From an optimization exercise on the open Yosys and OpenROAD flow, aimed at small area; shortcuts taken in it are not production practice. Only simulation tests tie the RTL to the original design; equivalence was not proved. Power is estimated from default activity; no workload was simulated. The clock port is modelled as an ideal driver; clocking choices that lean on that would not hold on a real chip.

--- flow/run.sh ---
#!/bin/bash
# synth_recipe.tcl (not shown) runs the flow's synth.tcl, then flattens the netlist and writes it again
# the make line also repeats each setting of config.mk as NAME=value (left out here)
make -C /OpenROAD-flow-scripts/flow DESIGN_CONFIG=/design/flow/config.mk WORK_HOME=/design/flow/orfs CLKGATE_MAP_FILE= SYNTH_SCRIPT=/design/flow/synth_recipe.tcl finish
--- flow/constraint.sdc ---
create_clock -name core_clock -period 10.0 [get_ports {clk}]
set_input_delay 2.0000 -clock core_clock [delete_from_list [all_inputs] [get_ports {clk}]]
set_output_delay 2.0000 -clock core_clock [all_outputs]
set_load 0.01 [all_outputs]
--- flow/design.v ---
module sprite_loader (
   input  logic       clk,
   input  logic       reset,
   input  logic [7:0] rx_data,
   input  logic       rx_valid,
   output logic       rx_ready,
   input  logic       vblank,
   input  logic [7:0] rd_addr,
   output logic [7:0] rd_bits,
   output logic       busy,
   output logic       done,
   output logic       err,
   output logic [4:0] loaded_mask
);
   localparam logic [7:0] SYNC_BYTE = 8'hA5;
   localparam logic [7:0] MAX_INDEX = 8'd4;
   localparam int         NGRP      = 40;      
   localparam logic [5:0] DONE_AT   = 6'd46;   
   localparam logic [1:0] S_HUNT  = 2'd0;
   localparam logic [1:0] S_INDEX = 2'd1;
   localparam logic [1:0] S_DATA  = 2'd2;
   localparam logic [1:0] S_CHECK = 2'd3;
   logic [1:0]  st;
   logic        pend;        
   logic        armed;       
   logic [5:0]  cnt;         
   logic [2:0]  index;
   logic        ins_run;     
   logic        ins_done;    
   logic [5:0]  phase;       
   logic [31:0] ring  [0:NGRP-1];
   logic [7:0]  lane0 [0:7];
   logic [7:0]  lane1 [0:7];
   logic [7:0]  lane2 [0:7];
   logic [7:0]  lane3 [0:7];
   logic [7:0] xor_sum;
   logic accept, acc_idx, acc_data, acc_chk;
   logic idx_ok, sum_ok, frame_good, go, ins, done_set;
   logic [3:0] lane_we;
   assign rx_ready = ~pend;
   assign busy     = (st != S_HUNT) | pend;
   assign accept   = rx_valid & ~pend;
   assign acc_idx  = accept & (st == S_INDEX);
   assign acc_data = accept & (st == S_DATA);
   assign acc_chk  = accept & (st == S_CHECK);
   assign idx_ok   = (rx_data <= MAX_INDEX);
   assign sum_ok     = (rx_data == xor_sum);
   assign frame_good = acc_chk & sum_ok;
   assign go       = (pend & (armed | vblank)) | (frame_good & vblank);
   assign ins      = ins_run | (go & ~ins_done & (phase == {index, 3'b000}));
   assign done_set = armed & (cnt == DONE_AT);
   always_ff @(posedge clk or posedge reset) begin
      if (reset) begin
         st          <= S_HUNT;
         pend        <= 1'b0;
         armed       <= 1'b0;
         cnt         <= '0;
         index       <= '0;
         ins_run     <= 1'b0;
         ins_done    <= 1'b0;
         done        <= 1'b0;
         err         <= 1'b0;
         loaded_mask <= '0;
      end else begin
         done    <= done_set;
         err     <= (acc_idx & ~idx_ok)
                    | (acc_chk & ~sum_ok)
                    ;
         ins_run <= ins & (phase[2:0] != 3'd7);
         if (ins & (phase[2:0] == 3'd7)) ins_done <= 1'b1;
         if (accept) begin
            case (st)
               S_HUNT:  if (rx_data == SYNC_BYTE) st <= S_INDEX;
               S_INDEX: st <= idx_ok ? S_DATA : S_HUNT;
               S_DATA:  if (cnt[4:0] == 5'd31) st <= S_CHECK;
               default: st <= S_HUNT;
            endcase
         end
         if (acc_idx & idx_ok) begin
            index <= rx_data[2:0];
            cnt   <= '0;
         end else if (acc_data) begin
            cnt   <= cnt + 6'd1;
         end else if (go & ~armed) begin
            cnt   <= 6'd1;
         end else if (armed) begin
            cnt   <= cnt + 6'd1;
         end
         if (frame_good) pend <= 1'b1;
         if (go) armed <= 1'b1;
         if (done_set) begin
            pend        <= 1'b0;
            armed       <= 1'b0;
            ins_done    <= 1'b0;
            loaded_mask <= loaded_mask | (5'd1 << index);
         end
      end
   end
   always_ff @(posedge clk or posedge reset) begin
      if (reset) begin
         xor_sum <= '0;
      end else if (acc_idx) begin
         xor_sum <= '0;
      end else if (acc_data) begin
         xor_sum <= xor_sum ^ rx_data;
      end
   end
   always_ff @(posedge clk) begin
      phase <= (phase >= 6'(NGRP - 1)) ? 6'd0 : phase + 6'd1;
   end
   always_comb begin
      for (int l = 0; l < 4; l++) lane_we[l] = ins | (acc_data & (cnt[1:0] == 2'(l)));
   end
   always_ff @(posedge clk) begin
      if (lane_we[0]) begin
         lane0[0] <= rx_data;
         for (int n = 1; n < 8; n++) lane0[n] <= lane0[n-1];
      end
      if (lane_we[1]) begin
         lane1[0] <= rx_data;
         for (int n = 1; n < 8; n++) lane1[n] <= lane1[n-1];
      end
      if (lane_we[2]) begin
         lane2[0] <= rx_data;
         for (int n = 1; n < 8; n++) lane2[n] <= lane2[n-1];
      end
      if (lane_we[3]) begin
         lane3[0] <= rx_data;
         for (int n = 1; n < 8; n++) lane3[n] <= lane3[n-1];
      end
   end
   always_ff @(posedge clk) begin
      for (int p = 0; p < NGRP - 1; p++) ring[p] <= ring[p+1];
      ring[NGRP-1] <= ins ? {lane3[7], lane2[7], lane1[7], lane0[7]} : ring[0];
   end
   logic [6:0]  diff;
   logic [5:0]  slot;
   logic [31:0] col;
   assign diff = {1'b0, rd_addr[7:2]} - {1'b0, phase};
   assign slot = diff[6] ? 6'(diff + 7'(NGRP)) : diff[5:0];
   always_comb begin
      col = '0;
      for (int p = 0; p < NGRP; p++) col = col | (ring[p] & {32{slot == 6'(p)}});
   end
   always_comb begin
      case (rd_addr[1:0])
         2'd0:    rd_bits = col[7:0];
         2'd1:    rd_bits = col[15:8];
         2'd2:    rd_bits = col[23:16];
         default: rd_bits = col[31:24];
      endcase
   end
endmodule
--- flow/config.mk ---
export PLATFORM = sky130hd
export DESIGN_NAME = sprite_loader
export DESIGN_NICKNAME = sprite_loader
export VERILOG_FILES = /design/flow/design.v
export SDC_FILE = /design/flow/constraint.sdc
export NUM_CORES = 4
export LEC_CHECK = 0
export CAP_MARGIN = 20
export CORE_MARGIN = 2
export CORE_UTILIZATION = 40
export SLEW_MARGIN = 20
==> results of run 1 <==
## worst max-delay path: stages
cell,delay [ps]
clkdlybuf4s50_1,450
inv_1,70
ha_2,210
fa_2,420
nand2b_1,200
a21oi_1,540
a2111o_1,490
buf_4,380
nand3_2,250
nor4_4,890
buf_4,340
a22oi_1,80
nand4_1,100
nor3_1,60
and4_1,210
nor4_2,460
buf_4,180
clkdlybuf4s50_1,520
## metrics by stage
stage | util | hold slack, ps | setup slack [ps] | std cells | instance area (um2)
after floorplan | - | 323 | 1900 | 3327 | 45700
after global placement | 0.437 | 325 | 28.9 | 4880 | 49300
after detailed placement | 0.437 | 331 | -2.99 | 4882 | 49300
after CTS | 0.483 | 327 | 2.74 | 5159 | 54400
after global routing | 0.483 | 335 | -0.945 | 5165 | 54500
final | 0.483 | 325 | 129 | 5168 | 54500
## worst max-delay path by stage
stage | cells after the start | startpoint | slack (ps) | end
after floorplan | 20 | rd_addr[2] | 1900 | rd_bits[7]
after global placement | 22 | rd_addr[2] | 30 | rd_bits[4]
after detailed placement | 22 | rd_addr[2] | -3 | rd_bits[4]
after CTS | 20 | rd_addr[2] | 3 | rd_bits[4]
after global routing | 20 | rd_addr[2] | -0.9 | rd_bits[4]
final | 18 | rd_addr[2] | 130 | rd_bits[4]
## power by group
group / leakage [nW] / switching (W) / internal (W)
logic: 4.26 / 0.000543 / 0.000231
clock network: 2.47 / 0.00244 / 0.00331
registers: 13.0 / 0.0000266 / 0.00643
total: 19.8 / 0.00301 / 0.00997
## metal layers
| layer | up-vias | wire length, um | global-route usage |
|---|---|---|---|
| met4 | 16 | 8450 | 0.134 |
| met1 | 15200 | 62500 | 0.347 |
| li1 | 13000 | - | - |
| met3 | 467 | 17600 | 0.0763 |
| met2 | 1979 | 64700 | 0.375 |
| met5 | - | 145 | 0.00327 |
## kinds of logic after synthesis
kind of cell    Yosys count  synth area share
flops                  1572             0.749
compound gates          834             0.136
simple gates            599            0.0679
buf+inv                 196            0.0181
mux                      92            0.0216
xor+xnor                 18           0.00345
fa+ha+maj                16           0.00455
## timing repair
item	in CTS	in global routing
hold endpoints to repair	0	0
pin swaps	2	3
endpoints found under the setup margin	1	7
buffers inserted	7	6
gates resized for setup	1	9
## cells in the final DEF, fill, tap and decap left out, types with 39 or more instances in the layout
cell type | synthesis | layout
dfxtp_1 | 1286 | 1286
edfxtp_1 | 256 | 256
nand4_1 | 58 | 58
nor3_1 | 52 | 45
o21ai_0 | 87 | 87
buf_4 | 0 | 181
a221oi_1 | 96 | 96
nor2_1 | 81 | 64
mux2_2 | 52 | 52
nand2_1 | 198 | 189
a22oi_1 | 221 | 221
clkbuf_16 | 0 | 151
mux2i_1 | 40 | 39
a21oi_1 | 119 | 119
nand3_1 | 69 | 69
a22o_1 | 79 | 79
## cell usage after synthesis (40+ instances only)
library cell,n,share of area
nor2_1,81,0.0067
a221oi_1,96,0.018
mux2i_1,40,0.0088
a22o_1,79,0.015
a22oi_1,221,0.036
buf_2,60,0.0066
nand3_1,69,0.0076
nor3_1,52,0.0057
mux2_2,52,0.013
nand2_1,198,0.016
edfxtp_1,256,0.17
nand4_1,58,0.0079
o21ai_0,87,0.0095
clkbuf_1,93,0.0076
a21oi_1,119,0.013
dfxtp_1,1286,0.56
## layout make-up
class,instances,area [um2],share of cell area
inverter,18,67.6,0.00124
timing repair buffer,246,2270,0.0416
sequential,1572,34200,0.627
antenna,3,7.51,0.000138
tap,1500,1880,0.0344
clock inverter,58,778,0.0143
clock buffer,212,4260,0.0781
multi-input combinational,1559,11100,0.203
## registers in the layout, summed over array words and instances, names as in the netlist
| name | cells |
|---|---|
| armed | 1 |
| cnt | 6 |
| done | 1 |
| err | 1 |
| index | 3 |
| ins_done | 1 |
| ins_run | 1 |
| lane0 | 64 |
| lane1 | 64 |
| lane2 | 64 |
| lane3 | 64 |
| loaded_mask | 5 |
| pend | 1 |
| phase | 6 |
| ring | 1280 |
| st | 2 |
| xor_sum | 8 |
==> results_dict.tcl, run 1 <==
set metrics [dict create \
    outcome "complete, no violations" \
    crit-reg2reg-launch "xor_sum[6]" \
    power_density_nw_per_um2 238 \
    cts-htree-levels 4 \
    synth_area_um2 45700 \
    finalCriticalPeriod_ps 9870 \
    initial_core_util 0.405 \
    detail-route-antenna-nets 0 \
    clock_sinks 1572 \
    drt_iter0_markers 4084 \
    power_w 0.0130 \
    cts_hold_buf 0 \
    grt_pass1_vias 29800 \
    criticalPathCategory "in -> out" \
    clkTransAtPathRegs_ps 60 \
    grt_pass1_wl_um 216000 \
    fill_cells 9783 \
    finalClockSkew_ps 29.0 \
    syn_to_final_growth_pct 19.4 \
    critPathRequiredTime_ps 8000 \
    totalWireLength_um 153000 \
    min_to "ring[30][11]" \
    arrival_ps 7870 \
    start_kind "input pin" \
    core-area_um2 113000 \
    worstRegToRegCells 9 \
    drive_gt1_frac 0.158 \
    max_clock_freq_mhz 101 \
    async_flop_share 0.0191 \
    avgRoutedWirePerCell_um 29.7 \
    die_w_um 342 \
    r2r_end "lane2[5][3]" \
    ios 37 \
    seq_area_frac_synth 0.749 \
    dr_total_vias 30600 \
    period_share 0.987 \
    rows 123 \
    synthCells 3327 \
    postSynthNetCount 3363 \
    cts_tree "built" \
    dr.pass1.iters 6 \
    dieArea_um2 117000 \
    place_congestion 0.964 \
    min_path_cells 0 \
    setup_viol 0 \
    hold_start "ring[31][11]" \
    io_buffers 36 \
    numCtsBuffers 148 \
    synth_edf_count 256 \
    hpwl_um 100000 \
    ff2ff_setup_slack_ps 6270 \
    clk_latency_ps 760 \
    drc_errors 0 \
    num-nets-final 3581 \
    synthFlopType "dfxtp_1" \
    vias_per_cell 5.92 \
    rsz0062_at_grt "yes" \
    worstPathMaxFanout 15 \
    die_height_um 342 \
    finalHoldViolCount 0 \
    hold_class "reg -> reg" \
    yosysWarnings 6 \
    syn_avg_cell_area_um2 13.7 \
    grt-ovfl-total 0 \
    drv_slew 0 \
    cp-end-kind "output pin" \
    synth_seq_cells 1572 \
    clockRootBuffer "clkbuf_16" \
    worstMarginPinSlew_ps 1130 \
    antenna_found_initial 19 \
    p_leak_nw 19.8 \
    max_cap_violations 0 \
    fin_setup_tns_ps 0 \
    slew_headroom 0.243 \
    synth_cell_type_count 86 \
    track_usage 0.258 \
    irDropWorstVdd_mv 0.169 \
    grt_max_degree 65 \
    cts_max_path_buffers 3 \
]
==> inputs of run 2 (changes only) <==
--- a/flow/design.v
+++ b/flow/design.v
@@ -111,37 +111,74 @@
    always_comb begin
       for (int l = 0; l < 4; l++) lane_we[l] = ins | (acc_data & (cnt[1:0] == 2'(l)));
    end
+   logic [63:0] lane_q [0:3];
+   logic [63:0] lane_d [0:3];
+   logic [3:0]  lane_wen;
+   assign lane_wen = ~lane_we;
+   assign lane_q[0] = {lane0[7], lane0[6], lane0[5], lane0[4], lane0[3], lane0[2], lane0[1], lane0[0]};
+   assign lane_q[1] = {lane1[7], lane1[6], lane1[5], lane1[4], lane1[3], lane1[2], lane1[1], lane1[0]};
+   assign lane_q[2] = {lane2[7], lane2[6], lane2[5], lane2[4], lane2[3], lane2[2], lane2[1], lane2[0]};
+   assign lane_q[3] = {lane3[7], lane3[6], lane3[5], lane3[4], lane3[3], lane3[2], lane3[1], lane3[0]};
+   for (genvar l = 0; l < 4; l++) begin : g_lane
+      sl_ao22 #(.W(64)) u_hold (
+         .a  ({lane_q[l][55:0], rx_data}),
+         .sa (lane_we[l]),
+         .b  (lane_q[l]),
+         .sb (lane_wen[l]),
+         .y  (lane_d[l])
+      );
+   end
    always_ff @(posedge clk) begin
-      if (lane_we[0]) begin
-         lane0[0] <= rx_data;
-         for (int n = 1; n < 8; n++) lane0[n] <= lane0[n-1];
+      for (int n = 0; n < 8; n++) begin
+         lane0[n] <= lane_d[0][8*n +: 8];
+         lane1[n] <= lane_d[1][8*n +: 8];
+         lane2[n] <= lane_d[2][8*n +: 8];
+         lane3[n] <= lane_d[3][8*n +: 8];
       end
-      if (lane_we[1]) begin
-         lane1[0] <= rx_data;
-         for (int n = 1; n < 8; n++) lane1[n] <= lane1[n-1];
-      end
-      if (lane_we[2]) begin
-         lane2[0] <= rx_data;
-         for (int n = 1; n < 8; n++) lane2[n] <= lane2[n-1];
-      end
-      if (lane_we[3]) begin
-         lane3[0] <= rx_data;
-         for (int n = 1; n < 8; n++) lane3[n] <= lane3[n-1];
-      end
-   end
+   end
+   logic [31:0] ring_in;
+   sl_ao22 #(.W(32)) u_entry (
+      .a  ({lane3[7], lane2[7], lane1[7], lane0[7]}),
+      .sa (ins),
+      .b  (ring[0]),
+      .sb (~ins),
+      .y  (ring_in)
+   );
    always_ff @(posedge clk) begin
       for (int p = 0; p < NGRP - 1; p++) ring[p] <= ring[p+1];
-      ring[NGRP-1] <= ins ? {lane3[7], lane2[7], lane1[7], lane0[7]} : ring[0];
+      ring[NGRP-1] <= ring_in;
    end
    logic [6:0]  diff;
    logic [5:0]  slot;
    logic [31:0] col;
    assign diff = {1'b0, rd_addr[7:2]} - {1'b0, phase};
    assign slot = diff[6] ? 6'(diff + 7'(NGRP)) : diff[5:0];
+   logic [NGRP-1:0] sel;
    always_comb begin
-      col = '0;
-      for (int p = 0; p < NGRP; p++) col = col | (ring[p] & {32{slot == 6'(p)}});
-   end
+      for (int p = 0; p < NGRP; p++) sel[p] = (slot == 6'(p));
+   end
+   logic [31:0] t [0:13];
+   for (genvar j = 0; j < 12; j++) begin : g_aoi3
+      sl_aoi222 #(.W(32)) u_aoi (
+         .a (ring[3*j]),   .sa (sel[3*j]),
+         .b (ring[3*j+1]), .sb (sel[3*j+1]),
+         .c (ring[3*j+2]), .sc (sel[3*j+2]),
+         .y (t[j])
+      );
+   end
+   for (genvar j = 0; j < 2; j++) begin : g_aoi2
+      sl_aoi22 #(.W(32)) u_aoi (
+         .a (ring[36+2*j]),   .sa (sel[36+2*j]),
+         .b (ring[36+2*j+1]), .sb (sel[36+2*j+1]),
+         .y (t[12+j])
+      );
+   end
+   logic [31:0] u [0:3];
+   for (genvar j = 0; j < 3; j++) begin : g_nand
+      sl_nand4 #(.W(32)) u_nand (.a (t[4*j]), .b (t[4*j+1]), .c (t[4*j+2]), .d (t[4*j+3]), .y (u[j]));
+   end
+   assign u[3] = ~(t[12] & t[13]);
+   assign col  = u[0] | u[1] | u[2] | u[3];
    always_comb begin
       case (rd_addr[1:0])
          2'd0:    rd_bits = col[7:0];
@@ -151,3 +188,41 @@
       endcase
    end
 endmodule
+module sl_ao22 #(parameter int W = 8) (
+   input  logic [W-1:0] a,
+   input  logic         sa,
+   input  logic [W-1:0] b,
+   input  logic         sb,
+   output logic [W-1:0] y
+);
+   assign y = (a & {W{sa}}) | (b & {W{sb}});
+endmodule
+module sl_aoi22 #(parameter int W = 8) (
+   input  logic [W-1:0] a,
+   input  logic         sa,
+   input  logic [W-1:0] b,
+   input  logic         sb,
+   output logic [W-1:0] y
+);
+   assign y = ~((a & {W{sa}}) | (b & {W{sb}}));
+endmodule
+module sl_aoi222 #(parameter int W = 8) (
+   input  logic [W-1:0] a,
+   input  logic         sa,
+   input  logic [W-1:0] b,
+   input  logic         sb,
+   input  logic [W-1:0] c,
+   input  logic         sc,
+   output logic [W-1:0] y
+);
+   assign y = ~((a & {W{sa}}) | (b & {W{sb}}) | (c & {W{sc}}));
+endmodule
+module sl_nand4 #(parameter int W = 8) (
+   input  logic [W-1:0] a,
+   input  logic [W-1:0] b,
+   input  logic [W-1:0] c,
+   input  logic [W-1:0] d,
+   output logic [W-1:0] y
+);
+   assign y = ~(a & b & c & d);
+endmodule
--- a/flow/config.mk
+++ b/flow/config.mk
@@ -9,3 +9,5 @@
 export CORE_MARGIN = 2
 export CORE_UTILIZATION = 40
 export SLEW_MARGIN = 20
+export SYNTH_HIERARCHICAL = 1
+export SYNTH_MINIMUM_KEEP_SIZE = 0
==> run 2 against run 1 <==
Effect of this change: still clean; worst setup slack better by 230 ps; via count down 16%; global-route usage down 7.8 points; clock skew down 7.0 ps; die area down 5.2%; cell count down 11%; highest routed layer unchanged.
==> results_dict.tcl, run 2 <==
set metrics [dict create \
    outcome "complete, no violations" \
    vias_per_cell 5.60 \
    drv_slew 0 \
    fin_setup_tns_ps 0 \
    syn_to_final_growth_pct 15.1 \
    slew_headroom 0.391 \
    clkTransAtPathRegs_ps 60 \
    timing.final.ws_setup_ps 358 \
    core-area_um2 107000 \
    clock_sinks 1572 \
    rows 120 \
    dr_total_vias 25700 \
    cp-end-kind "output pin" \
    finalHoldViolCount 0 \
    synthCells 2965 \
    dr.pass1.iters 9 \
    initial_core_util 0.404 \
    synth_top_area_cell "dfxtp_1" \
    largest_register_ffs 1280 \
    syn_avg_cell_area_um2 14.6 \
    cts_max_path_buffers 3 \
    synth_cell_type_count 66 \
    ios 37 \
    clk_latency_ps 730 \
    clockRootBuffer "clkbuf_16" \
    antenna_found_initial 5 \
    numCtsBuffers 146 \
    detail-route-antenna-nets 0 \
    power_density_nw_per_um2 243 \
    worstMarginPinSlew_ps 911 \
    cts_tree "built" \
    hold_class "reg -> reg" \
    die_height_um 333 \
    place_congestion 0.831 \
    postSynthNetCount 3001 \
    grt-ovfl-total 0 \
    setup_viol 0 \
    period_share 0.964 \
    track_usage 0.180 \
    fill_cells 9430 \
    ys_top_cells_by_count "dfxtp_1, a222oi_1, a22o_1" \
    drive_gt1_frac 0.138 \
    cts_hold_buf 0 \
    grt_pass1_vias 24700 \
    grt_max_degree 65 \
    max_clock_freq_mhz 104 \
    start_kind "input pin" \
    synth_seq_cells 1572 \
    yosysTopAreaCellShare 0.713 \
    dieArea_um2 111000 \
    async_flop_share 0.0191 \
    max_cap_violations 0 \
    hpwl_um 65100 \
    rsz0062_at_grt "no" \
    yosys-top-cells-area "dfxtp_1, a222oi_1, a22o_1" \
    synth.most_common_cell "dfxtp_1" \
    irDropWorstVdd_mv 0.178 \
    layout_commonest_cell "dfxtp_1" \
    totalWireLength_um 102000 \
    p_leak_nw 18.7 \
    finalClockSkew_ps 22.0 \
    critPathRequiredTime_ps 8000 \
    arrival_ps 7640 \
    synth_area_um2 43300 \
    avgRoutedWirePerCell_um 22.2 \
    num-nets-final 3113 \
    seq_area_frac_synth 0.731 \
    top_register "ring" \
    drc_errors 0 \
    cts-htree-levels 4 \
    finalCriticalPeriod_ps 9640 \
    yosysWarnings 23 \
    worstPathMaxFanout 21 \
    grt_pass1_wl_um 155000 \
    io_buffers 36 \
    die_w_um 333 \
    criticalPathCategory "in -> out" \
    preCtsSetupSlack_ps 253 \
    final_cell_mix "dfxtp_1, a222oi_1, a22o_1" \
    synth_edf_count 0 \
    synthFlopType "dfxtp_1" \
    drt_iter0_markers 3786 \
]
run 2: cell types whose count changed after synthesis, moves of 96 or more:
cell	delta
a222oi_1	+366
dfxtp_1	+256
edfxtp_1	-256
a22o_1	+191
nand2_1	-159
a22oi_1	-157
buf_6	+138
a21oi_1	-96
a221oi_1	-96
run 2: logic make-up (layout without fill, tap and decap cells):
| logic type | count (synthesis) | after routing | synth area share |
|---|---|---|---|
| buffers and inverters | 215 | 441 | 0.0448 |
| DFF | 1572 | 1572 | 0.731 |
| adders and majority gates | 16 | 16 | 0.00480 |
| other | 0 | 1 | 0 |
| xor gates and xnor gates | 18 | 18 | 0.00408 |
| muxes | 5 | 5 | 0.00124 |
| and+or+nand+nor | 317 | 317 | 0.0429 |
| AOI/OAI and AO/OA | 822 | 822 | 0.171 |
run 2: stage by stage:
stage / std cells / util / hold slack (ps) / cell area, um2 / power, W
floorplan: 2965 / - / 330 / 43300 / 0.00663
global placement: 4327 / 0.419 / 331 / 44900 / 0.00676
detailed placement: 4327 / 0.419 / 334 / 44900 / 0.00676
CTS: 4589 / 0.464 / 333 / 49800 / 0.0122
global route: 4594 / 0.465 / 338 / 49800 / 0.0125
finish: 4595 / 0.465 / 339 / 49800 / 0.0121
run 2: routing by layer:
metal | global-route usage | vias to the layer above | share of wire
met2 | 0.258 | 864 | 0.41
met4 | 0.0504 | 4 | 0.017
li1 | - | 11900 | -
met3 | 0.0342 | 129 | 0.067
met1 | 0.274 | 12800 | 0.50
met5 | 0 | - | 0.00026
run 2: area by class of cell:
class | count | area, um2 | area share
Antenna cell | 1 | 2.50 | 0.0000502
Clock buffer | 213 | 4310 | 0.0865
Clock inverter | 49 | 520 | 0.0104
Inverter | 18 | 70.1 | 0.00141
Multi-Input combinational cell | 1178 | 10000 | 0.201
Sequential cell | 1572 | 31600 | 0.635
Tap cell | 1403 | 1760 | 0.0352
Timing Repair Buffer | 161 | 1510 | 0.0303
run 2: worst paths after layout:
kind | start | end | slack, ps | depth (start not counted)
worst max-delay path | rd_addr[2] | rd_bits[0] | 360 | 21
worst min-delay path | ring[2][8] | ring[1][8] | 340 | 0
worst max register to register | pend | ring[39][18] | 6440 | 9
worst min register to register | ring[2][8] | ring[1][8] | 340 | 0
max in group asynchronous | reset | xor_sum[7] | 8070 | 3
min in group asynchronous | reset | loaded_mask[0] | 1640 | 3
run 2: power by group:
group,switching [W],internal [W],total (W)
sequential,0.0000255,0.00629,0.00632
clock,0.00233,0.00317,0.00550
combinational,0.000195,0.000111,0.000306
run 2: worst max-delay path, cell delays in order:
cell and delay [ps]:
clkdlybuf4s50_1 470, inv_1 60, ha_1 230, fa_1 440, nand2b_1 190, a21oi_1 240
xor2_1 180, ha_1 260, a211oi_1 300, o21ai_1 180, o221a_4 370, buf_4 250
nor4_2 390, buf_12 240, buf_4 240, a222oi_1 130, nand4_1 270, nor4_1 130
nor3_2 360, buf_4 180, clkdlybuf4s50_1 520
run 2: timing repair:
action,4_1_cts,5_1_grt
resized for setup,0,2
setup endpoints to repair,0,4
hold endpoints to repair,0,0
buffers inserted,0,5
==> inputs of run 3 (changes only) <==
--- a/flow/config.mk
+++ b/flow/config.mk
@@ -7,7 +7,10 @@
 export LEC_CHECK = 0
 export CAP_MARGIN = 20
 export CORE_MARGIN = 2
-export CORE_UTILIZATION = 40
+export CORE_UTILIZATION = 70
+export CTS_CLUSTER_DIAMETER = 80
+export CTS_CLUSTER_SIZE = 32
+export PLACE_DENSITY = 0.8
 export SLEW_MARGIN = 20
 export SYNTH_HIERARCHICAL = 1
 export SYNTH_MINIMUM_KEEP_SIZE = 0
==> run 3 against run 2 <==
Effect of this change: still clean; clock-buffer cell count fell by 154; first-iteration DRC count rose by 6.2%; design area fell by 8.6%; register-to-register slack improved by 270 ps; sequential cell count did not move; sequential share of layout area rose by 6.0 points; worst hold slack improved by 3.0 ps; critical path type unchanged; critical endpoint unchanged; largest power group unchanged.
==> results_dict.tcl, run 3 <==
set metrics [dict create \
    grt_max_degree 65 \
    crit_buf_inv 5 \
    max_cap_violations 0 \
    synth_fa_ha_area_frac 0.00480 \
    hold_start "ring[37][21]" \
    highest_layer "met4" \
    hpwl_um 62800 \
    postSynthNetCount 3001 \
    cp-end-kind "output pin" \
    drc_errors 0 \
    dr_total_vias 25800 \
    cp_slowest_cell "clkdlybuf4s50_1" \
    postCtsSetupRepairBufs 0 \
    slew_headroom 0.446 \
    yosys-top-cells-area "dfxtp_1, a222oi_1, a22o_1" \
    rows 91 \
    largest_register_ffs 1280 \
    synth_top_area_cell "dfxtp_1" \
    grt_pass1_vias 24700 \
    finalClockSkew_ps 37.0 \
    post_cts_resized 0 \
    grt-ovfl-total 0 \
    drv_slew 0 \
    totalWireLength_um 96000 \
    slowest_delay_ps 650 \
    cts_hold_buf 0 \
    criticalPathCategory "in -> out" \
    worstRegToRegCells 9 \
    wl_met2_um 42400 \
    min_to "ring[36][21]" \
    r2r_end "ring[39][29]" \
    synth_cell_type_count 66 \
    detail-route-antenna-nets 0 \
    fin_setup_tns_ps 0 \
    async_flop_share 0.0191 \
    synthMuxAreaShare 0.00124 \
    track_usage 0.294 \
    final_cell_mix "dfxtp_1, a222oi_1, a22o_1" \
    worstPathMaxFanout 32 \
    yosysTopAreaCellShare 0.713 \
    synth-simple-area-share 0.0429 \
    place_congestion 0.924 \
    synth_top_family_by_area "compound AO/OA/AOI/OAI gates" \
    worstMarginPinSlew_ps 824 \
    critPathRequiredTime_ps 8000 \
    yosysWarnings 23 \
    synth_edf_count 0 \
    synthFlopType "dfxtp_1" \
    rsz0062_at_grt "no" \
    cpLargestDelayFamily "buffers and inverters" \
    top_register "ring" \
    p_leak_nw 16.8 \
    dr.pass1.iters 10 \
    clock_sinks 1572 \
    syn_avg_cell_area_um2 14.6 \
    grt_pass1_wl_um 146000 \
    min_path_cells 0 \
    power_w 0.00946 \
    syn_to_final_growth_pct 5.24 \
    synthCells 2965 \
    power_density_nw_per_um2 208 \
    die_w_um 253 \
    ff2ff_setup_slack_ps 6710 \
    die_height_um 253 \
    crit_chain "clkdlybuf4s50_1 -> inv_1 -> ha_1 -> fa_1 -> nand2b_1 -> a21oi_1 -> xor2_1 -> ha_1 -> a211oi_1 -> o21ai_1 -> o221a_4 -> nor4_2 -> buf_12 -> a222oi_1 -> nand4_1 -> nor3_1 -> nand4_1 -> a21oi_1 -> buf_4 -> nor3_1 -> clkdlybuf4s50_1" \
    synth_area_um2 43300 \
    io_buffers 36 \
    synthXorXnorAreaFrac 0.00408 \
    outcome "complete, no violations" \
    vias_per_cell 6.89 \
    setup_viol 0 \
    synth_compound_area_frac 0.171 \
    synth.most_common_cell "dfxtp_1" \
    arrival_ps 7800 \
    ys_top_cells_by_count "dfxtp_1, a222oi_1, a22o_1" \
    finalHoldViolCount 0 \
    max_clock_freq_mhz 102 \
    irDropWorstVdd_mv 0.154 \
    clkTransAtPathRegs_ps 110 \
    clk_latency_ps 680 \
    core-area_um2 61400 \
    cts_tree "built" \
    numCtsBuffers 56 \
    num-nets-final 2978 \
    drt_iter0_markers 4019 \
    seq_area_frac_synth 0.731 \
    cts-htree-levels 2 \
    fill_cells 3778 \
    period_share 0.980 \
    num_antenna_cells 0 \
    clockRootBuffer "clkbuf_16" \
    layout_commonest_cell "dfxtp_1" \
    hold_class "reg -> reg" \
    wl_met1_um 43100 \
    avgRoutedWirePerCell_um 25.7 \
    cts_max_path_buffers 3 \
    initial_core_util 0.705 \
    ios 37 \
    synth_seq_cells 1572 \
    drive_gt1_frac 0.0769 \
    dieArea_um2 63800 \
    finalCriticalPeriod_ps 9800 \
    antenna_found_initial 0 \
    start_kind "input pin" \
    wl_met3_um 8850 \
    final_util 0.742 \
    crit-reg2reg-launch "pend" \
]
run 3: cell counts after synthesis:
Identical to the previous run, type by type.
run 3: layer usage:
metal,vias to the layer above,GRT usage
met5,-,0
met4,0,0.0691
met3,118,0.0496
met2,1186,0.444
met1,13000,0.445
li1,11500,-
run 3: area by class of cell:
type	count	area, um2	share of cell area
Inverter	18	70.1	0.00154
Tap cell	790	988	0.0217
Clock buffer	59	1430	0.0315
Multi-Input combinational cell	1178	10000	0.220
Clock inverter	9	116	0.00256
Sequential cell	1572	31600	0.694
Timing Repair Buffer	116	1270	0.0280
run 3: where the power goes:
group	leakage [nW]	switching, W	total, W	internal, W
combinational	3.26	0.000193	0.000292	0.0000991
clock	0.757	0.00179	0.00285	0.00106
sequential	12.8	0.0000260	0.00632	0.00629
run 3: worst max path at each step:
stage | startpoint | to | cells past startpoint
detailed placement | rd_addr[2] | rd_bits[0] | 21
global placement | rd_addr[2] | rd_bits[7] | 21
floorplan | rd_addr[2] | rd_bits[7] | 19
finish | rd_addr[2] | rd_bits[0] | 21
CTS | rd_addr[2] | rd_bits[0] | 21
global route | rd_addr[2] | rd_bits[0] | 21
run 3: through the flow:
step | hold slack [ps] | setup slack, ps | std cells | instance area, um2
after floorplan | 330 | 2000 | 2965 | 43300
after global placement | 332 | 523 | 3674 | 44000
after detailed placement | 335 | 296 | 3674 | 44000
after CTS | 342 | 277 | 3742 | 45500
after global routing | 352 | 18.2 | 3742 | 45500
final | 342 | 195 | 3742 | 45500
run 3: cells by family (layout without fill, tap and decap cells):
kind of cell,after synthesis,count (layout)
AO/OA/AOI/OAI,822,822
multiplexers,5,5
flip-flops,1572,1572
AND/OR/NAND/NOR,317,317
buffers and inverters,215,202
XOR/XNOR,18,18
adder cells (fa/ha/maj),16,16
==> inputs of run 4 (changes only) <==
--- a/flow/design.v
+++ b/flow/design.v
@@ -54,8 +54,6 @@
          st          <= S_HUNT;
          pend        <= 1'b0;
          armed       <= 1'b0;
-         cnt         <= '0;
-         index       <= '0;
          ins_run     <= 1'b0;
          ins_done    <= 1'b0;
          done        <= 1'b0;
@@ -76,16 +74,6 @@
                default: st <= S_HUNT;
             endcase
          end
-         if (acc_idx & idx_ok) begin
-            index <= rx_data[2:0];
-            cnt   <= '0;
-         end else if (acc_data) begin
-            cnt   <= cnt + 6'd1;
-         end else if (go & ~armed) begin
-            cnt   <= 6'd1;
-         end else if (armed) begin
-            cnt   <= cnt + 6'd1;
-         end
          if (frame_good) pend <= 1'b1;
          if (go) armed <= 1'b1;
          if (done_set) begin
@@ -96,10 +84,20 @@
          end
       end
    end
-   always_ff @(posedge clk or posedge reset) begin
-      if (reset) begin
-         xor_sum <= '0;
-      end else if (acc_idx) begin
+   always_ff @(posedge clk) begin
+      if (acc_idx & idx_ok) begin
+         index <= rx_data[2:0];
+         cnt   <= '0;
+      end else if (acc_data) begin
+         cnt   <= cnt + 6'd1;
+      end else if (go & ~armed) begin
+         cnt   <= 6'd1;
+      end else if (armed) begin
+         cnt   <= cnt + 6'd1;
+      end
+   end
+   always_ff @(posedge clk) begin
+      if (acc_idx) begin
          xor_sum <= '0;
       end else if (acc_data) begin
          xor_sum <= xor_sum ^ rx_data;
==> run 4 against run 3 <==
Effect of this change: via count decreased by 1.7%; highest routed layer is now met5; clock skew decreased by 12 ps; still clean on timing, DRC and antenna; utilization decreased by 0.58 points; maximum frequency increased by 0.79%; sequential power about the same; sequential share of layout area increased by 0.42 points; worst hold slack improved by 1.7 ps; power decreased by 0.83%; cell count decreased by 0.69%.
==> results_dict.tcl, run 4 <==
set metrics [dict create \
    start_kind "input pin" \
    synthFlopType "dfxtp_1" \
    drv_slew 0 \
    num_antenna_cells 0 \
    cts-htree-levels 2 \
    cts_max_path_buffers 3 \
    syn_to_final_growth_pct 4.64 \
    power_density_nw_per_um2 208 \
    crit_chain "clkdlybuf4s50_1 -> inv_1 -> ha_1 -> fa_1 -> nand2b_1 -> a21oi_2 -> xor2_1 -> ha_1 -> nand2b_1 -> o31a_1 -> o21ai_2 -> or3_1 -> buf_12 -> nor3_4 -> a222oi_1 -> nand4_1 -> nor3_1 -> nand4_1 -> a21oi_1 -> nor3_1 -> clkdlybuf4s50_1" \
    top_register "ring" \
    irDropWorstVdd_mv 0.154 \
    clockRootBuffer "clkbuf_16" \
    period_share 0.973 \
    yosysTopAreaCellShare 0.721 \
    worstRegToRegCells 9 \
    synth_edf_count 3 \
    power_w 0.00938 \
    largest_register_ffs 1280 \
    layout_commonest_cell "dfxtp_1" \
    place_congestion 0.887 \
    cp_slowest_cell "nor3_4" \
    clkTransAtPathRegs_ps 110 \
    slowest_delay_ps 650 \
    placed_area_um2 43600 \
    initial_core_util 0.704 \
    hold_class "reg -> reg" \
    numCtsBuffers 56 \
    dieArea_um2 63700 \
    ys_top_cells_by_count "dfxtp_1, a222oi_1, a22o_1" \
    drt_iter0_markers 4356 \
    grt_pass1_wl_um 143000 \
    grt_max_degree 65 \
    arrival_ps 7730 \
    fin_setup_tns_ps 0 \
    cts_hold_buf 0 \
    worstPathMaxFanout 20 \
    yosysWarnings 23 \
    core-area_um2 61400 \
    avgRoutedWirePerCell_um 25.2 \
    max_cap_violations 0 \
    yosys-top-cells-area "dfxtp_1, a222oi_1, a22o_1" \
    min_path_cells 0 \
    hpwl_um 61800 \
    detail-route-antenna-nets 0 \
    synth_cell_type_count 62 \
    totalWireLength_um 93500 \
    ff2ff_setup_slack_ps 6880 \
    final_cell_mix "dfxtp_1, a222oi_1, a22o_1" \
    finalHoldViolCount 0 \
    postSynthNetCount 2986 \
    cts_tree "built" \
    rows 91 \
    rsz0062_at_grt "no" \
    clk_latency_ps 660 \
    hold_start "ring[39][10]" \
    finalCriticalPeriod_ps 9730 \
    antenna_found_initial 2 \
    crit-reg2reg-launch "pend" \
    timing.final.ws_setup_ps 272 \
    synth_seq_cells 1572 \
    setup_viol 0 \
    grt-ovfl-total 0 \
    synth_top_area_cell "dfxtp_1" \
    finalClockSkew_ps 25.2 \
    io_buffers 36 \
    min_to "ring[38][10]" \
    fill_cells 3807 \
    outcome "complete, no violations" \
    critPathRequiredTime_ps 8000 \
    grt_pass1_vias 24300 \
    num-nets-final 2955 \
    syn_avg_cell_area_um2 14.6 \
    synth.most_common_cell "dfxtp_1" \
    async_flop_share 0.00827 \
    die_w_um 252 \
    ios 37 \
    dr.pass1.iters 11 \
    p_leak_nw 16.8 \
    r2r_end "ring[39][11]" \
    final_area_um2 45200 \
    max_clock_freq_mhz 103 \
    worstMarginPinSlew_ps 1140 \
    cp-end-kind "output pin" \
    seq_area_frac_synth 0.731 \
    drc_errors 0 \
    synthCells 2950 \
    vias_per_cell 6.83 \
    dr_total_vias 25400 \
    preCtsSetupSlack_ps 231 \
    slew_headroom 0.238 \
    drive_gt1_frac 0.0772 \
    track_usage 0.286 \
    synth_area_um2 43200 \
    die_height_um 252 \
    criticalPathCategory "in -> out" \
    clock_sinks 1572 \
]
## run 4: cell count changes after synthesis, sizes merged, moves of 7 or more
cell   before   now
o21ai      28    11
xor2        4    14
dfrtp      30    13
nor3b       8     1
nand2      39    30
nor3       50    62
dfxtp    1542  1556
nor4       28    17
nor2       27    41
## run 4: layout make-up
cell class | instances | area (um2) | share of cell area
inverters | 20 | 75.1 | 0.00166
multi-input cells | 1158 | 9940 | 0.220
repair buffers | 111 | 1090 | 0.0240
well taps | 790 | 988 | 0.0219
clock buffers | 58 | 1430 | 0.0317
clock inverters | 7 | 98.8 | 0.00219
flip-flops and latches | 1572 | 31600 | 0.699
## run 4: metal layers
metal / wire length, um / global-route usage
met2: 40000 / 0.414
met3: 8770 / 0.0531
met1: 42500 / 0.441
met5: 55 / 0
met4: 2220 / 0.0840
## run 4: critical path, delay by kind of cell
family,cells,cell delay (ps)
AOI/OAI and AO/OA,5,960
xor gates and xnor gates,1,120
adders and majority gates,3,990
buffers and inverters,4,1340
and+or+nand+nor,8,2310
## run 4: metrics by stage
| stage | util | hold slack, ps | cells |
|---|---|---|---|
| finish | 0.736 | 343 | 3716 |
| global route | 0.736 | 354 | 3716 |
| CTS | 0.735 | 348 | 3711 |
| detailed placement | 0.710 | 335 | 3646 |
| global placement | 0.710 | 331 | 3646 |
| floorplan | - | 330 | 2950 |
## run 4: power by group
part	switching, W	internal (W)	total (W)	leakage, nW
clock network	0.00175	0.00107	0.00282	0.743
registers	0.0000226	0.00628	0.00631	12.7
logic	0.000164	0.0000859	0.000250	3.32
## run 4: how the worst max path moves through the flow
stage / from / end / slack, ps / cells after the start
floorplan: rd_addr[2] / rd_bits[0] / 2430 / 20
global placement: rd_addr[2] / rd_bits[7] / 490 / 20
detailed placement: rd_addr[2] / rd_bits[7] / 230 / 20
CTS: rd_addr[2] / rd_bits[7] / 210 / 20
global route: rd_addr[2] / rd_bits[7] / 20 / 21
finish: rd_addr[2] / rd_bits[7] / 270 / 21
## run 4: timing repair
action	CTS	global route
setup endpoints to repair	0	7
gates resized for setup	0	6
setup buffers	0	5
## run 4: cells by family (layout without fill, tap and decap cells)
group	after synthesis	after routing	share of synthesized area
multiplexers	3	3	0.000724
flip-flops	1572	1572	0.731
buffers and inverters	220	196	0.0456
XOR/XNOR	26	26	0.00588
AO/OA/AOI/OAI	788	788	0.167
adder cells (fa/ha/maj)	16	16	0.00481
AND/OR/NAND/NOR	325	325	0.0445
==> inputs of run 5 (changes only) <==
==> flow/flow/run.sh (new file) <==
#!/bin/bash
# The standard layout, with plain buffers (instead of the default choice) on the ports.
set -e
echo 'export BUFFER_PORTS_ARGS = -buffer_cell sky130_fd_sc_hd__buf_1' >> config.mk
bash standard.sh > standard.log 2>&1
==> flow/standard.sh (new file) <==
#!/bin/bash
# synth_recipe.tcl (not shown) runs the flow's synth.tcl, then flattens the netlist and writes it again
# the make line also repeats each setting of config.mk as NAME=value (left out here)
make -C /OpenROAD-flow-scripts/flow DESIGN_CONFIG=/design/flow/config.mk WORK_HOME=/design/flow/orfs CLKGATE_MAP_FILE= SYNTH_SCRIPT=/design/flow/synth_recipe.tcl "${@:-finish}"
--- a/flow/config.mk
+++ b/flow/config.mk
@@ -14,3 +14,4 @@
 export SLEW_MARGIN = 20
 export SYNTH_HIERARCHICAL = 1
 export SYNTH_MINIMUM_KEEP_SIZE = 0
+export BUFFER_PORTS_ARGS = -buffer_cell sky130_fd_sc_hd__buf_1
removed: flow/run.sh
==> run 5 against run 4 <==
Effect of this change: first-iteration DRC count is 3.0% higher; sequential cell count unchanged; clock skew fell by 1.4 ps; worst setup slack better by 320 ps; register-to-register slack improved by 30 ps; area after synthesis unchanged; combinational power down 6%; design area fell by 1.0%; largest power group unchanged; highest routed layer unchanged.
==> results_dict.tcl, run 5 <==
set metrics [dict create \
    outcome "complete, no violations" \
    async_flop_share 0.00827 \
    yosys-top-cells-area "dfxtp_1, a222oi_1, a22o_1" \
    drt_iter0_markers 4486 \
    finalClockSkew_ps 23.8 \
    cts_tree "built" \
    arrival_ps 7400 \
    rsz0062_at_grt "no" \
    detail-route-antenna-nets 0 \
    start_kind "input pin" \
    synth_cell_type_count 62 \
    initial_core_util 0.704 \
    synthFlopType "dfxtp_1" \
    stdcell_count 3707 \
    cpLargestDelayFamily "compound AO/OA/AOI/OAI gates" \
    avgRoutedWirePerCell_um 26.9 \
    p_leak_nw 16.6 \
    totalWireLength_um 99700 \
    cts_max_path_buffers 3 \
    synthCells 2950 \
    core-area_um2 61400 \
    criticalPathCategory "in -> out" \
    cp-end-kind "output pin" \
    ys_top_cells_by_count "dfxtp_1, a222oi_1, a22o_1" \
    die_height_um 252 \
    grt_pass1_wl_um 150000 \
    hpwl_um 64400 \
    max_clock_freq_mhz 106 \
    power_w 0.00935 \
    layout_commonest_cell "dfxtp_1" \
    fin_setup_tns_ps 0 \
    ios 37 \
    yosysWarnings 23 \
    period_share 0.940 \
    track_usage 0.305 \
    clockRootBuffer "clkbuf_16" \
    clk_latency_ps 670 \
    setup_viol 0 \
    crit_chain "buf_1 -> inv_1 -> ha_1 -> fa_1 -> nand2b_1 -> a21oi_2 -> xor2_1 -> ha_1 -> nor2_1 -> nor2_1 -> mux2_2 -> o2111ai_1 -> nor2_2 -> buf_4 -> a222oi_1 -> nand4_1 -> nor3_1 -> nand4b_1 -> a21oi_1 -> nor3_1 -> buf_1" \
    drive_gt1_frac 0.0737 \
    synth_seq_cells 1572 \
    cts_hold_buf 0 \
    synth_top_area_cell "dfxtp_1" \
    synth.most_common_cell "dfxtp_1" \
    post_cts_resized 0 \
    worstMarginPinSlew_ps 1100 \
    slowest_delay_ps 830 \
    rows 91 \
    final_area_um2 44700 \
    numCtsBuffers 55 \
    syn_to_final_growth_pct 3.60 \
    worstPathMaxFanout 9 \
    placed_area_um2 43200 \
    drv_slew 0 \
    finalCriticalPeriod_ps 9400 \
    clkTransAtPathRegs_ps 120 \
    critPathRequiredTime_ps 8000 \
    slew_headroom 0.266 \
    final_util 0.729 \
    finalHoldViolCount 0 \
    synth_area_um2 43200 \
    grt-ovfl-total 0 \
    dr.pass1.iters 11 \
    yosysTopAreaCellShare 0.721 \
    grt_pass1_vias 25000 \
    hold_class "reg -> reg" \
    postCtsSetupRepairBufs 0 \
    drc_errors 0 \
    grt_max_degree 65 \
    seq_area_frac_synth 0.731 \
    clock_sinks 1572 \
    num-nets-final 2946 \
    vias_per_cell 6.94 \
    final_cell_mix "dfxtp_1, a222oi_1, a22o_1" \
    power_density_nw_per_um2 209 \
    cp_slowest_cell "o2111ai_1" \
    dpl.cell_count 3643 \
    top_register "ring" \
    io_buffers 36 \
    place_congestion 0.894 \
    postSynthNetCount 2986 \
    antenna_found_initial 1 \
    dr_total_vias 25700 \
    cts-htree-levels 2 \
    die_w_um 252 \
    largest_register_ffs 1280 \
    irDropWorstVdd_mv 0.176 \
    synth_edf_count 3 \
    dieArea_um2 63700 \
    num_antenna_cells 0 \
    syn_avg_cell_area_um2 14.6 \
    max_cap_violations 0 \
    crit_buf_inv 4 \
]
[run 5: cell type report]
class / instances / area (um2)
clock buffer: 59 / 1440
clock inverter: 5 / 55.1
fill: 3901 / 16600
inverter: 20 / 75.1
multi-input combinational: 1158 / 9910
sequential: 1572 / 31600
tap: 790 / 988
timing repair buffer: 103 / 688
[run 5: metrics by stage]
step | worst slack, ps | hold slack, ps
CTS | 838 | 345
floorplan | 2430 | 330
detailed placement | 880 | 335
global placement | 944 | 332
finish | 596 | 335
global route | 366 | 355
[run 5: metal layers]
| metal | up-vias | routed length [um] | GRT usage |
|---|---|---|---|
| met2 | 1267 | 43600 | 0.461 |
| met1 | 12900 | 43900 | 0.448 |
| li1 | 11400 | - | - |
| met4 | 2 | 2560 | 0.0862 |
| met5 | - | 13 | 0 |
| met3 | 157 | 9550 | 0.0636 |
[run 5: logic make-up (layout without fill, tap and decap cells)]
family                   after synthesis  after routing  synth area share
flip-flops                          1572           1572             0.731
AO/OA/AOI/OAI                        788            788             0.167
AND/OR/NAND/NOR                      325            325            0.0445
buffers and inverters                220            187            0.0456
XOR/XNOR                              26             26           0.00588
adder cells (fa/ha/maj)               16             16           0.00481
multiplexers                           3              3          0.000724
[run 5: worst paths after layout]
| kind | from | slack [ps] | cells after the start | end |
|---|---|---|---|---|
| setup / recovery | rd_addr[2] | 600 | 21 | rd_bits[5] |
| hold / removal | ring[39][1] | 330 | 0 | ring[38][1] |
| setup reg to reg | pend | 6910 | 9 | ring[39][14] |
| hold reg to reg | ring[39][1] | 330 | 0 | ring[38][1] |
| max in group asynchronous | reset | 8360 | 2 | loaded_mask[1] |
| min in group asynchronous | reset | 1310 | 2 | st[0] |
[run 5: power by group]
group | total, W | switching (W) | internal, W
clock | 0.00280 | 0.00175 | 0.00105
combinational | 0.000236 | 0.000174 | 0.0000629
sequential | 0.00631 | 0.0000232 | 0.00629
total | 0.00935 | 0.00195 | 0.00740
==> inputs of run 6 (changes only) <==
--- a/flow/design.v
+++ b/flow/design.v
@@ -146,14 +146,29 @@
       for (int p = 0; p < NGRP - 1; p++) ring[p] <= ring[p+1];
       ring[NGRP-1] <= ring_in;
    end
-   logic [6:0]  diff;
-   logic [5:0]  slot;
    logic [31:0] col;
-   assign diff = {1'b0, rd_addr[7:2]} - {1'b0, phase};
-   assign slot = diff[6] ? 6'(diff + 7'(NGRP)) : diff[5:0];
+   logic [2:0]  kk;
+   logic        bor;
+   logic [2:0]  hs;           
+   logic [7:0]  ksel;
+   logic [4:0]  hsel;
    logic [NGRP-1:0] sel;
+   assign kk  = rd_addr[4:2] - phase[2:0];
+   assign bor = rd_addr[4:2] < phase[2:0];
+   assign hs  = phase[5:3] + {2'b00, bor};
+   logic [4:0] idec;
    always_comb begin
-      for (int p = 0; p < NGRP; p++) sel[p] = (slot == 6'(p));
+      for (int k = 0; k < 8; k++) ksel[k] = (kk == 3'(k));
+      for (int i = 0; i < 5; i++) idec[i] = (rd_addr[7:5] == 3'(i));
+      case (hs)
+         3'd0:    hsel = idec;
+         3'd1:    hsel = {idec[0], idec[4:1]};
+         3'd2:    hsel = {idec[1:0], idec[4:2]};
+         3'd3:    hsel = {idec[2:0], idec[4:3]};
+         3'd4:    hsel = {idec[3:0], idec[4]};
+         default: hsel = idec;
+      endcase
+      for (int p = 0; p < NGRP; p++) sel[p] = hsel[p / 8] & ksel[p % 8];
    end
    logic [31:0] t [0:13];
    for (genvar j = 0; j < 12; j++) begin : g_aoi3
==> flow/run.sh (new file) <==
#!/bin/bash
# synth_recipe.tcl (not shown) runs the flow's synth.tcl, then flattens the netlist and writes it again
# the make line also repeats each setting of config.mk as NAME=value (left out here)
make -C /OpenROAD-flow-scripts/flow DESIGN_CONFIG=/design/flow/config.mk WORK_HOME=/design/flow/orfs CLKGATE_MAP_FILE= SYNTH_SCRIPT=/design/flow/synth_recipe.tcl finish
--- a/flow/config.mk
+++ b/flow/config.mk
@@ -14,4 +14,3 @@
 export SLEW_MARGIN = 20
 export SYNTH_HIERARCHICAL = 1
 export SYNTH_MINIMUM_KEEP_SIZE = 0
-export BUFFER_PORTS_ARGS = -buffer_cell sky130_fd_sc_hd__buf_1
removed: flow/flow/run.sh
removed: flow/standard.sh
==> run 6 against run 5 <==
Effect of this change: non-clock buffer count is 2 lower; wire length is 4.2% lower; largest cell class unchanged; still clean; global-route usage is 1.2 points lower; register-to-register slack worse by 1100 ps; utilization is 0.32 points higher; critical path type unchanged; first-iteration DRC count is 14% lower; maximum frequency is 3.5% lower.
==> results_dict.tcl, run 6 <==
set metrics [dict create \
    outcome "complete, no violations" \
    synth-simple-area-share 0.0434 \
    synth_compound_area_frac 0.170 \
    synth_fa_ha_area_frac 0.00394 \
    synth_top_area_cell "dfxtp_1" \
    dr.pass1.iters 10 \
    placed_area_um2 43400 \
    yosys-top-cells-area "dfxtp_1, a222oi_1, a22o_1" \
    critPathRequiredTime_ps 8000 \
    synthCells 2979 \
    cts-htree-levels 2 \
    grt_pass1_wl_um 145000 \
    drv_slew 0 \
    vias_per_cell 6.85 \
    worstMarginPinSlew_ps 1030 \
    synth_top_family_by_area "compound AO/OA/AOI/OAI gates" \
    max_cap_violations 0 \
    seq_area_um2 31600 \
    place_congestion 0.900 \
    multi_input_area_um2 9850 \
    yosysTopAreaCellShare 0.722 \
    drt_iter0_markers 3879 \
    finalCriticalPeriod_ps 9750 \
    p_leak_nw 16.6 \
    dr_total_vias 25600 \
    synth.most_common_cell "dfxtp_1" \
    seq_area_frac_synth 0.731 \
    yosysWarnings 23 \
    ios 37 \
    die_height_um 252 \
    preCtsSetupSlack_ps 189 \
    postCtsSetupRepairBufs 0 \
    async_flop_share 0.00827 \
    avgRoutedWirePerCell_um 25.6 \
    fin_setup_tns_ps 0 \
    largest_register_ffs 1280 \
    antenna_found_initial 4 \
    synthMuxAreaShare 0.000464 \
    synthFlopType "dfxtp_1" \
    synth_cell_type_count 66 \
    criticalPathCategory "in -> out" \
    clockRootBuffer "clkbuf_16" \
    syn_to_final_growth_pct 4.11 \
    final_cell_mix "dfxtp_1, a222oi_1, a22o_1" \
    final_area_um2 44900 \
    timing.final.ws_setup_ps 252 \
    grt_pass1_vias 24800 \
    slew_headroom 0.313 \
    period_share 0.975 \
    hold_class "reg -> reg" \
    synth_seq_cells 1572 \
    clkTransAtPathRegs_ps 110 \
    clk_latency_ps 680 \
    worstRegToRegCells 10 \
    power_density_nw_per_um2 209 \
    max_clock_freq_mhz 103 \
    die_w_um 252 \
    top_register "ring" \
    detail-route-antenna-nets 0 \
    clock_sinks 1572 \
    irDropWorstVdd_mv 0.132 \
    io_buffers 36 \
    drive_gt1_frac 0.0723 \
    ys_top_cells_by_count "dfxtp_1, a222oi_1, a22o_1" \
    num_antenna_cells 0 \
    layout_commonest_cell "dfxtp_1" \
    synth_edf_count 3 \
    core-area_um2 61400 \
    cts_tree "built" \
    synth_area_um2 43200 \
    dieArea_um2 63700 \
    worstPathMaxFanout 25 \
    power_w 0.00940 \
    syn_avg_cell_area_um2 14.5 \
    rsz0062_at_grt "no" \
    postSynthNetCount 3012 \
    totalWireLength_um 95600 \
    cp-end-kind "output pin" \
    finalHoldViolCount 0 \
    cts_max_path_buffers 3 \
    track_usage 0.293 \
    num-nets-final 2972 \
    setup_viol 0 \
    hpwl_um 62300 \
    min_path_cells 0 \
    start_kind "input pin" \
    initial_core_util 0.703 \
    rows 91 \
    synthXorXnorAreaFrac 0.00589 \
    grt_max_degree 66 \
    fill_cells 3845 \
    arrival_ps 7750 \
    numCtsBuffers 55 \
    drc_errors 0 \
    finalClockSkew_ps 32.0 \
    grt-ovfl-total 0 \
]
run 6: stage by stage:
stage	std cells	hold slack, ps	utilization
global placement	3672	332	0.707
CTS	3738	336	0.732
floorplan	2979	330	-
detailed placement	3672	334	0.707
global route	3738	343	0.732
finish	3738	336	0.732
run 6: path summary, 6_finish.rpt:
| kind | from | to | slack (ps) |
|---|---|---|---|
| worst min register to register | ring[32][2] | ring[31][2] | 340 |
| min in group asynchronous | reset | st[0] | 1630 |
| worst min-delay path | ring[32][2] | ring[31][2] | 340 |
| worst max-delay path | rd_addr[4] | rd_bits[7] | 250 |
| max in group asynchronous | reset | armed | 8020 |
| worst max register to register | phase[3] | lane3[0][2] | 5770 |
run 6: layout make-up:
cell class,count,share of cell area
sequential,1572,0.703
multi-input combinational,1191,0.219
timing repair buffer,101,0.0211
inverter,18,0.00150
tap,790,0.0220
clock buffer,62,0.0324
clock inverter,4,0.00117
run 6: critical path: stages:
cell and delay [ps]:
clkdlybuf4s50_1 450, ha_1 410, a21oi_2 230, and3_4 260, ha_1 420, nand2b_1 240
or3_1 370, nand2_1 170, mux2i_1 310, o22ai_4 210, nor2_4 730, a222oi_1 240
nand4_1 170, nor3_1 70, a31oi_1 170, nor2_1 60, nor2_1 200, a21oi_1 100
nor2_1 330, clkdlybuf4s50_1 610
run 6: kinds of logic (layout without fill, tap and decap cells):
logic type,count (synthesis),after routing
fa+ha+maj,13,13
xor+xnor,29,29
buf+inv,216,185
flops,1572,1572
simple gates,348,348
mux,2,2
compound gates,799,799
run 6: what timing repair did:
item | in CTS | in global routing
gates resized for setup | 0 | 4
endpoints found under the setup margin | 0 | 8
hold buffers | 0 | 0
run 6: report_power, final:
group          internal (W)  switching (W)  leakage (nW)
Sequential          0.00630      0.0000363          12.7
Combinational      0.000108       0.000149          3.16
Clock               0.00105        0.00175         0.740
Total               0.00746        0.00194          16.6
run 6: per-layer routing:
metal / GRT usage / up-vias / wire length [um]
li1: - / 11500 / -
met1: 0.420 / 12700 / 41200
met2: 0.441 / 1224 / 41800
met3: 0.0848 / 148 / 10300
met4: 0.0744 / 4 / 2170
met5: 0 / - / 22
==> inputs of run 7 (changes only) <==
--- a/flow/config.mk
+++ b/flow/config.mk
@@ -7,10 +7,10 @@
 export LEC_CHECK = 0
 export CAP_MARGIN = 20
 export CORE_MARGIN = 2
-export CORE_UTILIZATION = 70
+export CORE_UTILIZATION = 80
 export CTS_CLUSTER_DIAMETER = 80
 export CTS_CLUSTER_SIZE = 32
-export PLACE_DENSITY = 0.8
+export PLACE_DENSITY = 0.88
 export SLEW_MARGIN = 20
 export SYNTH_HIERARCHICAL = 1
 export SYNTH_MINIMUM_KEEP_SIZE = 0
==> run 7 against run 6 <==
Effect of this change: power is essentially flat; sequential share of layout area grew 0.27 points; critical endpoint is now rd_bits[1]; non-clock buffer count increased by 3; clock-buffer cell count down 4; cell count decreased by 2.5%; largest power group unchanged; still clean; register-to-register slack lost 20 ps; clock power barely moved; critical path depth is the same; worst hold slack better by 3.1 ps; clock skew is 5.3 ps higher; via count grew 4.5%; critical path type unchanged; wire length is 8.2% higher.
==> results_dict.tcl, run 7 <==
set metrics [dict create \
    totalWireLength_um 103000 \
    cts_hold_buf 0 \
    p_leak_nw 16.6 \
    seq_area_frac_synth 0.731 \
    cts_max_path_buffers 3 \
    antenna_found_initial 4 \
    drv_slew 0 \
    grt_pass1_wl_um 156000 \
    criticalPathCategory "in -> out" \
    synth_area_um2 43200 \
    synthFlopType "dfxtp_1" \
    cts-htree-levels 2 \
    critPathRequiredTime_ps 8000 \
    async_flop_share 0.00827 \
    crit_top_cell "nor3_1" \
    ios 37 \
    synthCells 2979 \
    yosysTopAreaCellShare 0.722 \
    setup_viol 0 \
    synth.most_common_cell "dfxtp_1" \
    power_w 0.00939 \
    grt_pass1_vias 26200 \
    core-area_um2 53600 \
    final_cell_mix "dfxtp_1, a222oi_1, a22o_1" \
    clk_latency_ps 670 \
    rows 85 \
    syn_to_final_growth_pct 3.72 \
    cpLargestDelayFamily "simple AND/OR/NAND/NOR gates" \
    post_cts_resized 0 \
    fill_cells 2636 \
    worstMarginPinSlew_ps 1010 \
    start_kind "input pin" \
    rsz0062_at_grt "no" \
    numCtsBuffers 55 \
    die_height_um 236 \
    synth_edf_count 3 \
    drive_gt1_frac 0.0723 \
    vias_per_cell 7.34 \
    synth_seq_cells 1572 \
    finalHoldViolCount 0 \
    postSynthNetCount 3012 \
    syn_avg_cell_area_um2 14.5 \
    cp_slowest_cell "a222oi_1" \
    layout_commonest_cell "dfxtp_1" \
    largest_register_ffs 1280 \
    initial_core_util 0.805 \
    irDropWorstVdd_mv 0.170 \
    dieArea_um2 55800 \
    drc_errors 0 \
    yosys-top-cells-area "dfxtp_1, a222oi_1, a22o_1" \
    cp-end-kind "output pin" \
    slowest_delay_ps 620 \
    postCtsSetupRepairBufs 0 \
    hold_class "reg -> reg" \
    slew_headroom 0.328 \
    die_w_um 236 \
    yosysWarnings 23 \
    grt_max_degree 66 \
    drt_iter0_markers 5294 \
    clockRootBuffer "clkbuf_16" \
    avgRoutedWirePerCell_um 28.4 \
    outcome "complete, no violations" \
    arrival_ps 7840 \
    place_congestion 0.929 \
    cts_tree "built" \
    fin_setup_tns_ps 0 \
    power_density_nw_per_um2 210 \
    finalCriticalPeriod_ps 9840 \
    period_share 0.984 \
    clkTransAtPathRegs_ps 120 \
    crit_buf_inv 4 \
    synth_cell_type_count 66 \
    clock_sinks 1572 \
    dr_total_vias 26800 \
    grt-ovfl-total 0 \
    io_buffers 36 \
    top_register "ring" \
    synth_top_area_cell "dfxtp_1" \
    dr.pass1.iters 12 \
    num-nets-final 2975 \
    max_clock_freq_mhz 102 \
    crit_chain "clkdlybuf4s50_1 -> ha_1 -> a21oi_2 -> and3_4 -> ha_1 -> xor2_1 -> buf_4 -> nor3_1 -> nor3b_1 -> nor4_1 -> o22a_2 -> nor2_2 -> buf_4 -> a222oi_1 -> nand4_1 -> nor3_1 -> nand4b_1 -> a21oi_1 -> nor3_1 -> clkdlybuf4s50_1" \
    finalClockSkew_ps 37.4 \
    ys_top_cells_by_count "dfxtp_1, a222oi_1, a22o_1" \
    track_usage 0.362 \
    max_cap_violations 0 \
    detail-route-antenna-nets 0 \
    worstPathMaxFanout 26 \
    hpwl_um 66900 \
]
==> run 7: metrics by stage <==
| step | std cells | worst slack [ps] | hold WS (ps) | util | instance area (um2) |
|---|---|---|---|---|---|
| after detailed placement | 3581 | 465 | 335 | 0.807 | 43300 |
| final | 3644 | 162 | 339 | 0.835 | 44800 |
| after floorplan | 2979 | 2500 | 330 | - | 43200 |
| after global placement | 3581 | 663 | 331 | 0.807 | 43300 |
| after global routing | 3643 | 104 | 347 | 0.835 | 44800 |
| after CTS | 3643 | 356 | 341 | 0.835 | 44800 |
==> run 7: area by class of cell <==
cell class / instances / area (um2) / area share
Clock buffer: 58 / 1420 / 0.0317
Inverter: 18 / 67.6 / 0.00151
Antenna cell: 1 / 2.50 / 0.0000559
Multi-Input combinational cell: 1191 / 9830 / 0.220
Tap cell: 696 / 871 / 0.0195
Timing Repair Buffer: 104 / 946 / 0.0211
Sequential cell: 1572 / 31600 / 0.705
Clock inverter: 4 / 60.1 / 0.00134
==> run 7: where the power goes <==
part           leakage (nW)  switching [W]  internal, W
clock                 0.725        0.00176      0.00103
combinational          3.16       0.000151     0.000108
sequential             12.7      0.0000365      0.00630
==> run 7: per-layer routing <==
layer | wire (um) | share of wire | global-route usage
met5 | 29 | 0.00028 | 0
met4 | 3640 | 0.035 | 0.117
met3 | 11800 | 0.11 | 0.0829
met2 | 47400 | 0.46 | 0.577
met1 | 40500 | 0.39 | 0.496
==> run 7: cells by family (layout without fill, tap and decap cells) <==
| group | count (synthesis) | count (layout) | synth area share |
|---|---|---|---|
| xor gates and xnor gates | 29 | 29 | 0.00589 |
| AOI/OAI and AO/OA | 799 | 799 | 0.170 |
| DFF | 1572 | 1572 | 0.731 |
| muxes | 2 | 2 | 0.000464 |
| adders and majority gates | 13 | 13 | 0.00394 |
| and+or+nand+nor | 348 | 348 | 0.0434 |
| buffers and inverters | 216 | 184 | 0.0447 |
| other | 0 | 1 | 0 |
==> run 7: worst reg2reg max path: stages, from the launching register on <==
cell      delay [ps]
dfxtp_1          710
xor2_1           200
nor4_1            90
a21oi_1          230
o41ai_4          120
buf_4            370
a21oi_4          230
buf_4            540
clkinv_1         850
buf_4            510
a22o_2           310
==> run 7: worst paths after layout <==
path,from,endpoint,slack (ps),depth (start not counted)
max in group asynchronous,reset,loaded_mask[3],8020,2
hold reg to reg,ring[1][19],ring[0][19],340,0
hold / removal,ring[1][19],ring[0][19],340,0
setup / recovery,rd_addr[4],rd_bits[1],160,20
min in group asynchronous,reset,done,1630,2
setup reg to reg,phase[3],lane1[0][2],5750,10

port drivers added, routing unchanged:
Ports are ideal in the flow. The routed layouts listed here were re-timed in OpenROAD.
Step 1 (the two cells are an assumption about what drives the block):
set clk [get_ports {clk}]
set_driving_cell -lib_cell sky130_fd_sc_hd__clkbuf_16 $clk
set_driving_cell -lib_cell sky130_fd_sc_hd__buf_2 [delete_from_list [all_inputs] $clk]
Step 2 adds t to the input delays and takes it off the output delays; t is the mean of the earliest and latest rising clock arrival at the registers after step 1. Input paths then give back, and output paths get back, about the clock's delay inside the block.
Slacks: ideal / step 1 / step 2; pairs: ideal / step 1.
run	t (ns)	setup slack, ns	worst hold slack (ns)	latest minus earliest clock arrival (ns)
run 1	0.828	0.129 / 0.107 / 0.107	0.325 / 0.325 / 0.325	0.042 / 0.041
run 2	0.790	0.358 / 0.336 / 0.336	0.339 / 0.339 / 0.339	0.030 / 0.030
run 3	0.724	0.195 / 0.173 / 0.173	0.342 / 0.342 / 0.342	0.046 / 0.046
run 4	0.716	0.272 / 0.240 / 0.240	0.343 / 0.343 / 0.343	0.028 / 0.028
run 5	0.729	0.596 / 0.562 / 0.562	0.335 / 0.335 / 0.335	0.026 / 0.026
run 6	0.729	0.252 / 0.228 / 0.228	0.336 / 0.336 / 0.336	0.042 / 0.042
run 7	0.717	0.162 / 0.114 / 0.114	0.339 / 0.339 / 0.339	0.042 / 0.042
After both steps setup and hold are still met in every run listed. For run 7, which loses most, drivers alone change the setup slack by -0.048 ns; drivers and shift together by -0.048 ns.
